What follows belongs to an exercise in optimizing a design on an open flow for small area and a short achievable clock period; a production flow would make more cautious choices.
At most, simulation tests tie the RTL to the original design; equivalence was not proved.
No functional check of the RTL was part of run 1.

## flow/design.v (module list and top-level ports; edited modules follow where they fit)
// module mm_mult_arbiter: 3387 lines
module mm_mult_arbiter #(
  parameter int W_D        = 32,
  parameter int NUM_REQ    = 4,
  parameter int MULT_DEPTH = 6
) (
  input  logic                   CLK,
  input  logic                   RST_N,
  input  logic                   HOLD,
  input  logic [NUM_REQ-1:0]     REQ_VALID,
  input  logic [NUM_REQ-1:0]     REQ_LAST,
  input  logic [NUM_REQ*W_D-1:0] REQ_A,
  input  logic [NUM_REQ*W_D-1:0] REQ_B,
  output logic [NUM_REQ-1:0]     REQ_READY,
  output logic [NUM_REQ-1:0]     RSLT_VALID,
  output logic [2*W_D-1:0]       RSLT,
  output logic                   RSLT_LAST,
  output logic                   BUSY
);
  // ...
==> flow/flow/run.sh <==
#!/bin/bash
# Own flow: the standard layout (standard.sh) with three changes:
#  1. Yosys's generic "abc -fast" pre-mapping inside "synth -run fine:" is skipped (-noabc), so
#     extract_fa sees the adder tree as written and the full adders keep their polarity (no
#     inverters between them). The rest of the synthesis script, and so the register naming,
#     is the standard one.
#  2. The port buffers that buffer_ports puts on every input and output are buf_1 cells.
#  3. Timing repair aims at a setup slack of OWN_SETUP_MARGIN ns instead of config.mk's.
# Each tool's output goes to a log file in this folder (synth.log, layout.log).
set -euo pipefail
WORK=$(pwd)
OWN_SETUP_MARGIN=5.3

# synthesis script: synth_recipe.tcl, sourcing a copy of ORFS's synth.tcl with -noabc on the
# fine-grained synth call
sed 's/synth -top \$::env(DESIGN_NAME) -run fine: {\*}\$synth_full_args/synth -top $::env(DESIGN_NAME) -run fine: -noabc {*}$synth_full_args/' \
  "$FLOW_HOME/scripts/synth.tcl" > "$WORK/own_synth.tcl"
grep -q -- '-run fine: -noabc' "$WORK/own_synth.tcl"
sed "s#source \$::env(SCRIPTS_DIR)/synth.tcl#source $WORK/own_synth.tcl#" \
  "$WORK/synth_recipe.tcl" > "$WORK/own_synth_recipe.tcl"
grep -q "own_synth.tcl" "$WORK/own_synth_recipe.tcl"

# standard.sh with the synthesis script and the repair margin swapped
sed -e "s#SYNTH_SCRIPT=[^ ]*#SYNTH_SCRIPT=$WORK/own_synth_recipe.tcl#" \
    -e "s#SETUP_SLACK_MARGIN=[^ ]*#SETUP_SLACK_MARGIN=$OWN_SETUP_MARGIN#" \
    "$WORK/standard.sh" > "$WORK/own_standard.sh"
grep -q "own_synth_recipe.tcl" "$WORK/own_standard.sh"
grep -q "SETUP_SLACK_MARGIN=$OWN_SETUP_MARGIN" "$WORK/own_standard.sh"

bash "$WORK/own_standard.sh" synth > "$WORK/synth.log" 2>&1
bash "$WORK/own_standard.sh" "BUFFER_PORTS_ARGS=-buffer_cell sky130_fd_sc_hd__buf_1" finish > "$WORK/layout.log" 2>&1
==> flow/standard.sh <==
#!/bin/bash
# synth_recipe.tcl (not shown) runs the flow's synth.tcl, then flattens the netlist and writes it again
# the make line also repeats each setting of config.mk as NAME=value (left out here)
make -C /OpenROAD-flow-scripts/flow DESIGN_CONFIG=/design/flow/config.mk WORK_HOME=/design/flow/orfs CLKGATE_MAP_FILE= SYNTH_SCRIPT=/design/flow/synth_recipe.tcl "${@:-finish}"
==> flow/config.mk <==
export PLATFORM = sky130hd
export DESIGN_NAME = mm_mult_arbiter
export DESIGN_NICKNAME = mm_mult_arbiter
export VERILOG_FILES = /design/flow/design.v
export SDC_FILE = /design/flow/constraint.sdc
export NUM_CORES = 4
export LEC_CHECK = 0
export ABC_AREA = 1
export CAP_MARGIN = 20
export CORE_MARGIN = 2
export CORE_UTILIZATION = 55
export CTS_BUF_LIST = sky130_fd_sc_hd__clkbuf_4 sky130_fd_sc_hd__clkbuf_8
export CTS_CLUSTER_DIAMETER = 100
export CTS_CLUSTER_SIZE = 16
export SETUP_SLACK_MARGIN = 5
export SLEW_MARGIN = 20
==> flow/constraint.sdc <==
create_clock -name core_clock -period 10.0 [get_ports {CLK}]
set_input_delay 2.0000 -clock core_clock [delete_from_list [all_inputs] [get_ports {CLK}]]
set_output_delay 2.0000 -clock core_clock [all_outputs]
set_load 0.01 [all_outputs]
==> metrics.md, run 1 <==
| Metric | Value |
|---|---|
| Slew @ Worst Pin | 0.9057 ns |
| Asr flop ratio synth | 0% |
| Number of vias in the routed layout | 27720 |
| Launch point of the critical path | REQ_VALID[1] |
| Cell-by-cell listing of the critical path | buf_12 > nand2_4 > nand3_4 > o21bai_4 > buf_12 > inv_6 > nor2_4 > buf_6 |
| Maximum number of pins on one net before global-route repair | 67 |
| Last weighted congestion value of the routability-driven placer | 0.9787 |
| CTS tree | done |
| Status | no timing/DRC/antenna violations |
| Beginning of the worst hold path | prod[4][48] |
| Peak per-stage delay on the critical path | about 0.18 ns |
| Starting utilization of the core area | 55.85% |
| Syn_nets | 4413 |
| Util after Layout | 60.17% |
| Kind of path behind the tightest hold check | reg -> reg |
| Commonest cells after routing, fill and taps aside | 636 x sky130_fd_sc_hd__dfxtp_1, 568 x sky130_fd_sc_hd__xor2_1, 501 x sky130_fd_sc_hd__fa_1 |
| R2R Setup Slk | 5.42 ns |
| Die Wd | 265.8 um |
| Fraction of final layout cells with drive strength greater than 1 | under 10% |
| Combined area of the multi-input logic cells | about 0.023 mm^2 |
| Detailed-routing wirelength on met1 | 42020 um |
| Biggest fanout along the worst timing path | 5 |
| Final hold violation count | 0 |
| Final HPWL DP | 76980 um |
| Met3 Wirelength | 11500 um |
| Number of maximum-capacitance constraint violations | 0 |
| Most frequent cells after synthesis | 640 x sky130_fd_sc_hd__dfxtp_1, 568 x sky130_fd_sc_hd__xor2_1, 501 x sky130_fd_sc_hd__fa_1 |
| Count of port buffers added during placement | 340 |
| Reg2reg path depth | 10 |
| Area growth from synthesis to layout | 7.752% |
| Num CTS Buffers | 46 |
| Met2 routing resource usage after global routing | around half |
| Placement-stage cell area | 0.03961 mm^2 |
| Clock buf/inv share | ~1.8% |
==> inputs of run 2 (changes only) <==
--- a/flow/design.v
+++ b/flow/design.v
@@ -12,55 +12,47 @@
   input  logic [NUM_REQ*W_D-1:0] REQ_B,
   output logic [NUM_REQ-1:0]     REQ_READY,
   output logic [NUM_REQ-1:0]     RSLT_VALID,
   output logic [2*W_D-1:0]       RSLT,
   output logic                   RSLT_LAST,
   output logic                   BUSY
 );
   logic [3:0] isel, bsel;
-  logic       ien;
-  logic [3:0] blk [4];
-  logic [3:0] sel, grant, isel_n, bsel_n;
+  logic [3:0] sel, grant;
   logic       accept, acc_last;
   logic [3:0] V;
   assign V = REQ_VALID;
   always_comb begin
-    for (int i = 0; i < 4; i++)
-      sel[i] = bsel[i] | (ien & V[i] & ~|(V & blk[i]));
+    for (int i = 0; i < 4; i++) begin
+      sel[i] = bsel[i] |
+               (V[i] & (isel[i] |
+                        (isel[(i+3)%4] & ~V[(i+3)%4]) |
+                        (isel[(i+2)%4] & ~V[(i+2)%4] & ~V[(i+3)%4]) |
+                        (isel[(i+1)%4] & ~V[(i+1)%4] & ~V[(i+2)%4] & ~V[(i+3)%4])));
+    end
   end
   assign REQ_READY = sel & {4{RST_N & ~HOLD}};
   assign grant     = REQ_READY & V;
   assign accept    = |grant;
   assign acc_last  = |(grant & REQ_LAST);
-  always_comb begin
-    isel_n = isel;
-    bsel_n = bsel;
+  always_ff @(posedge CLK) begin
     if (!RST_N) begin
-      isel_n = 4'b0001;
-      bsel_n = 4'b0000;
+      isel <= 4'b0001;
+      bsel <= 4'b0000;
     end else if (accept) begin
       if (acc_last) begin
-        isel_n = {grant[2:0], grant[3]};
-        bsel_n = 4'b0000;
+        isel <= {grant[2:0], grant[3]};
+        bsel <= 4'b0000;
       end else begin
-        isel_n = 4'b0000;
-        bsel_n = grant;
+        isel <= 4'b0000;
+        bsel <= grant;
       end
     end
   end
-  always_ff @(posedge CLK) begin
-    isel <= isel_n;
-    bsel <= bsel_n;
-    ien  <= ~|bsel_n;
-    for (int i = 0; i < 4; i++)
-      for (int j = 0; j < 4; j++)
-        blk[i][j] <= (j != i) && ((isel_n[j]) | (((j+3)%4 != i) && isel_n[(j+3)%4]) |
-                                  (((j+3)%4 != i) && ((j+2)%4 != i) && isel_n[(j+2)%4]));
-  end
   logic [7:0] vld;
   logic [1:0] own [8];
   logic [7:0] lst;
   always_ff @(posedge CLK) begin
     if (!RST_N) vld <= '0;
     else        vld <= {vld[6:0], accept};
   end
   always_ff @(posedge CLK) begin
==> flow/flow/run.sh (replaced) <==
#!/bin/bash
# Own flow: the standard layout, except that Yosys's generic "abc -fast" pre-mapping inside
# "synth -run fine:" is skipped (-noabc), so extract_fa sees the adder tree as written and the
# full adders keep their polarity (no inverters between them). Everything else -- the synthesis
# script, its register naming, and every layout step -- is the standard one, except that the
# port buffers that buffer_ports inserts on every input and output are buf_1 cells.
set -euo pipefail
WORK=$(pwd)

# synthesis script: synth_recipe.tcl, sourcing a copy of ORFS's synth.tcl with -noabc on the
# fine-grained synth call
sed 's/synth -top \$::env(DESIGN_NAME) -run fine: {\*}\$synth_full_args/synth -top $::env(DESIGN_NAME) -run fine: -noabc {*}$synth_full_args/' \
  "$FLOW_HOME/scripts/synth.tcl" > "$WORK/own_synth.tcl"
grep -q -- '-run fine: -noabc' "$WORK/own_synth.tcl"
sed "s#source \$::env(SCRIPTS_DIR)/synth.tcl#source $WORK/own_synth.tcl#" \
  "$WORK/synth_recipe.tcl" > "$WORK/own_synth_recipe.tcl"
grep -q "own_synth.tcl" "$WORK/own_synth_recipe.tcl"

# standard.sh with the synthesis script swapped
sed "s#SYNTH_SCRIPT=[^ ]*#SYNTH_SCRIPT=$WORK/own_synth_recipe.tcl#" "$WORK/standard.sh" > "$WORK/own_standard.sh"
grep -q "own_synth_recipe.tcl" "$WORK/own_standard.sh"

bash "$WORK/own_standard.sh" synth > "$WORK/synth.log" 2>&1
bash "$WORK/standard.sh" "BUFFER_PORTS_ARGS=-buffer_cell sky130_fd_sc_hd__buf_1" finish > "$WORK/layout.log" 2>&1
--- a/flow/config.mk
+++ b/flow/config.mk
@@ -5,12 +5,10 @@
 export SDC_FILE = /design/flow/constraint.sdc
 export NUM_CORES = 4
 export LEC_CHECK = 0
 export ABC_AREA = 1
 export CAP_MARGIN = 20
 export CORE_MARGIN = 2
 export CORE_UTILIZATION = 55
 export CTS_BUF_LIST = sky130_fd_sc_hd__clkbuf_4 sky130_fd_sc_hd__clkbuf_8
-export CTS_CLUSTER_DIAMETER = 100
-export CTS_CLUSTER_SIZE = 16
 export SETUP_SLACK_MARGIN = 5
 export SLEW_MARGIN = 20
==> run 2 against run 1 <==
Net effect: clock skew up 0.033 ns; final area increased by 2.0%; clock-buffer cell count rose by 92; global-route usage is 0.057 points higher; sequential share of layout area decreased by 1.1 points; largest cell class unchanged; area after synthesis down 0.73%; utilization grew 1.4 points; highest routed layer is now met4.
==> metrics.md, run 2 <==
| Metric | Value |
|---|---|
| Cell area after synthesis | 0.03743 mm^2 (was 0.03770 mm^2) |
| Biggest fanout along the worst timing path | 5 (unchanged) |
| Kind of path behind the tightest hold check | reg -> reg (unchanged) |
| Data arrival time at the worst-slack endpoint | 2.96 ns (was 2.80 ns) |
| Clock period minus final worst setup slack | 4.964 ns (was 4.803 ns) |
| Sequential cell area fraction in the yosys report | 33.75% (was 33.98%) |
| CTS tree | done (unchanged) |
| CP Data Required Time | 8.00 ns (about the same) |
| Leading cell type by number of instances after synthesis | sky130_fd_sc_hd__dfxtp_1 (unchanged) |
| Mean number of vias per cell | 5.922 (was 6.000) |
| Detail-routed net length per standard cell | 23.70 um (was 24.38 um) |
| Met3 Wirelength | 11950 um (was 11500 um) |
| Number of DRC violations after detailed routing | 0 (unchanged) |
| Most frequent cells after synthesis | 631 x sky130_fd_sc_hd__dfxtp_1, 567 x sky130_fd_sc_hd__xor2_1, 501 x sky130_fd_sc_hd__fa_1 (was 640 x sky130_fd_sc_hd__dfxtp_1, 568 x sky130_fd_sc_hd__xor2_1, 501 x sky130_fd_sc_hd__fa_1) |
| Cell family contributing the most delay on the critical path | buffers and inverters (unchanged) |
| Slowest stage cell, crit path | sky130_fd_sc_hd__a21oi_2 (was sky130_fd_sc_hd__o21bai_4) |
| Last weighted congestion value of the routability-driven placer | 0.9380 (was 0.9787) |
| Final hold violation count | 0 (unchanged) |
| Number of global-route vias before repair | 29990 (was 29460) |
| Total instance count after detailed placement | 4543 (was 4554) |
| Detailed-routed wire length on met2 | 51970 um (was 51670 um) |
| Biggest register | prod (unchanged) |
| Instance count along the most critical hold path | 0 (unchanged) |
| Sort of element at the start of the critical path | primary input (unchanged) |
| Global-route total usage across every layer | 32.32% (was 32.26%) |
| Die Wd | 264.9 um (was 265.8 um) |
| Unrepaired setup endpoints after global routing | yes (unchanged) |
| Cell-by-cell listing of the critical path | buf_2 > inv_1 > nand3_1 > nand2_1 > inv_1 > o21ai_1 > nand2_2 > a21oi_2 > buf_2 (was buf_12 > nand2_4 > nand3_4 > o21bai_4 > buf_12 > inv_6 > nor2_4 > buf_6) |
| Starting utilization of the core area | 55.63% (was 55.85%) |
| Total of endpoints with negative setup slack in the final report | 0 (unchanged) |
| Peak per-stage delay on the critical path | 0.16 ns (was 0.18 ns) |
| Fill cells | 5604 (was 5713) |
| Std-Cell Rows | 95 (unchanged) |
| Area growth from synthesis to layout | 10.76% (was 7.752%) |
| Top achievable clock speed | 201.5 MHz (was 208.2 MHz) |
| Path type of the worst setup path | in -> out (unchanged) |
| Non-filler cells, final | 4721 (was 4621) |
| Reg2reg path depth | 10 (unchanged) |
| Max-slew headroom at the worst pin | 31.75% (was 39.56%) |
| Global-route wire length before repair | 172900 um (was 173100 um) |
| Largest registers ranked by flip-flop count | prod: 384 flops, s1: 127 flops, a_r: 32 flops (unchanged) |
| Number of top-level design ports | 341 (unchanged) |
| Maximum number of pins on one net before global-route repair | 67 (unchanged) |
| Final sum of negative setup slack | 0 ns (unchanged) |
| Cells taking the most area after synthesis | sky130_fd_sc_hd__dfxtp_1 34%, sky130_fd_sc_hd__fa_1 27%, sky130_fd_sc_hd__xor2_1 13% (unchanged) |
| Buffer depth of the longest clock path | 3 (unchanged) |
| Average instance area after synthesis | 10.62 um^2 (was 10.67 um^2) |
| Num CTS Buffers | 95 (was 46) |
| Synth Register Bits | 631 (was 640) |
| Max reg flops | 384 (unchanged) |
| Unique masters post-synth | 42 (was 47) |
| Master cell of the clock root buffer | sky130_fd_sc_hd__clkbuf_8 (unchanged) |
| Skew final | 0.04777 ns (was 0.01464 ns) |
| Status | no timing/DRC/antenna violations (unchanged) |
| Final critical-path share of the clock period | 49.64% (was 48.03%) |
| Wire length after detailed routing | 111900 um (was 112600 um) |
| Number of cells on the critical path | 9 (was 8) |
| First DRT Iteration DRCs | 2755 (was 2529) |
| Asr flop ratio synth | 0% (unchanged) |
| Vertical die dimension | 264.9 um (was 265.8 um) |
| Slew @ Worst Pin | 1.020 ns (was 0.9057 ns) |
| Leading register cell type out of synthesis | sky130_fd_sc_hd__dfxtp_1 (unchanged) |
| Fraction of final layout cells with drive strength greater than 1 | 8.745% (was 6.754%) |
| Critical Path End Type | primary output (unchanged) |
| Worst-Skew Late Latency | 0.72 ns (was 0.67 ns) |
| GR Overflow Total | 0 (unchanged) |
| Commonest cells after routing, fill and taps aside | 626 x sky130_fd_sc_hd__dfxtp_1, 567 x sky130_fd_sc_hd__xor2_1, 501 x sky130_fd_sc_hd__fa_1 (was 636 x sky130_fd_sc_hd__dfxtp_1, 568 x sky130_fd_sc_hd__xor2_1, 501 x sky130_fd_sc_hd__fa_1) |
| Number of maximum-capacitance constraint violations | 0 (unchanged) |
| Cells after Synth | 3523 (was 3535) |
| Count of port buffers added during placement | 340 (unchanged) |
| WP buf/inv | 4 (unchanged) |
| Maximum level of the CTS H-tree | 3 (was 2) |
| Count of antenna-violating nets left after detailed routing | 0 (unchanged) |
| Antenna violations before repair | 5 (was 3) |
| Post-synth EDFFs | 0 (unchanged) |
| Detailed-routing wirelength on met1 | 42010 um (was 42020 um) |
| Number of vias in the routed layout | 27960 (was 27720) |
| Syn_nets | 4401 (was 4413) |
| Top routing layer in use | met4 (was met5) |
| Max Slew Vio Count | 0 (unchanged) |
| Number of optimization iterations in the first detailed-route pass | 8 (was 12) |
| Final HPWL DP | 76220 um (was 76980 um) |
| Synthesis Warnings | 3 (was 4) |
| Die Footprint | 0.07015 mm^2 (was 0.07066 mm^2) |
| Total Nets Final | 4648 (was 4619) |
| Top-area cell type share of the netlist area | 33.75% (was 33.98%) |
| Placeable core region | 0.06728 mm^2 (was 0.06751 mm^2) |
| Most common library cell in the layout ignoring fill and taps | sky130_fd_sc_hd__dfxtp_1 (unchanged) |
| Cell accounting for the most synthesized area | sky130_fd_sc_hd__dfxtp_1 (unchanged) |
| Count of clock tree sinks | 631 (was 640) |
| CTS clock-pin slew for the worst setup and hold paths | 0.06 ns (was 0.10 ns) |
-- run 2: cell types whose count changed in the layout (fill, tap and decap cells not counted), sizes merged, moves of 4 or more --
cell / delta
clkbuf: +92
clkinv: +17
dfxtp: -9
nand4: +8
a22o: -7
buf: -7
nand3: -7
o21ai: +7
bufinv: +6
a211oi: -4
diode: +4
nand2: -4
-- run 2: layout make-up --
class / instances / area (um^2) / area share, %
flip-flops and latches: 631 / 12640 / 30.49
repair buffers: 426 / 1957 / 4.720
clock buffers: 141 / 1734 / 4.183
clock inverters: 28 / 320.3 / 0.7726
multi-input cells: 2376 / 22770 / 54.93
well taps: 873 / 1092 / 2.635
inverters: 240 / 925.9 / 2.233
diodes: 6 / 15.01 / 0.03622
-- run 2: what timing repair did --
action,CTS,global route
pin swaps,2,5
hold buffers,0,0
endpoints found under the setup margin,7,11
buffers inserted,1,2
resized for setup,19,12
-- run 2: per-stage QoR --
step	hold slack, ns	worst slack [ns]	util, %	instance area, um^2
floorplan	0.3096	4.969	-	37460
global placement	0.3096	4.465	58.40	39290
detailed placement	0.3121	4.429	58.40	39290
CTS	0.3031	5.002	61.52	41390
global route	0.3072	4.948	61.62	41450
finish	0.3046	5.036	61.62	41460
-- run 2: final timing paths --
check | startpoint | end | slack (ns)
setup / recovery | REQ_VALID[1] | REQ_READY[0] | 5.04
hold / removal | prod[3][0] | prod[4][0] | 0.30
setup reg to reg | bn_r[4] | s1[76] | 5.34
hold reg to reg | prod[3][0] | prod[4][0] | 0.30
-- run 2: layer usage --
metal | up-vias | track usage (%)
li1 | 12060 | -
met1 | 13690 | 39.62
met2 | 1767 | 52.08
met3 | 439 | 9.466
met4 | 0 | 16.37
met5 | - | 0
-- run 2: worst register-to-register path, delay by kind of cell, from the launching register on --
| family | cells | cell delay (ns) |
|---|---|---|
| flip-flops | 1 | 0.30 |
| buffers and inverters | 3 | 1.07 |
| XOR/XNOR | 1 | 0.29 |
| adder cells (fa/ha/maj) | 6 | 2.90 |
-- run 2: cell families (layout without fill, tap and decap cells) --
logic type / after synthesis / after routing / synth area share, %
xor gates and xnor gates: 574 / 574 / 13.43
DFF: 631 / 631 / 33.75
AOI/OAI and AO/OA: 573 / 573 / 9.528
and+or+nand+nor: 618 / 618 / 7.284
other: 0 / 6 / 0
adders and majority gates: 611 / 611 / 30.48
buffers and inverters: 516 / 835 / 5.529

-- port drivers added, routing unchanged --
The results above use ideal ports. As a check the final layouts listed here were re-extracted and re-timed, cells and wires unchanged. Step 1: set_driving_cell puts a clkbuf_16 on CLK and a buf_2 on each other input, an assumption about the parent block. Step 2 also shifts input and output timing later by t, the mid clock arrival at the registers, as if the neighbouring blocks saw the same clock. Slacks: no drivers / after step 1 / after step 2; pairs: no drivers / after step 1.
run | t (ns) | setup WS [ns] | worst hold slack (ns) | slew at the worst register clock pin (ns)
run 1 | 0.735 | 5.197 / 5.145 / 5.145 | 0.325 / 0.325 / 0.325 | 0.10 / 0.10
run 2 | 0.762 | 5.036 / 5.006 / 5.006 | 0.305 / 0.305 / 0.305 | 0.08 / 0.08
After both steps every run listed still meets setup and hold. For run 1, which loses most, drivers alone change the setup slack by -0.052 ns; drivers and shift together by -0.052 ns.
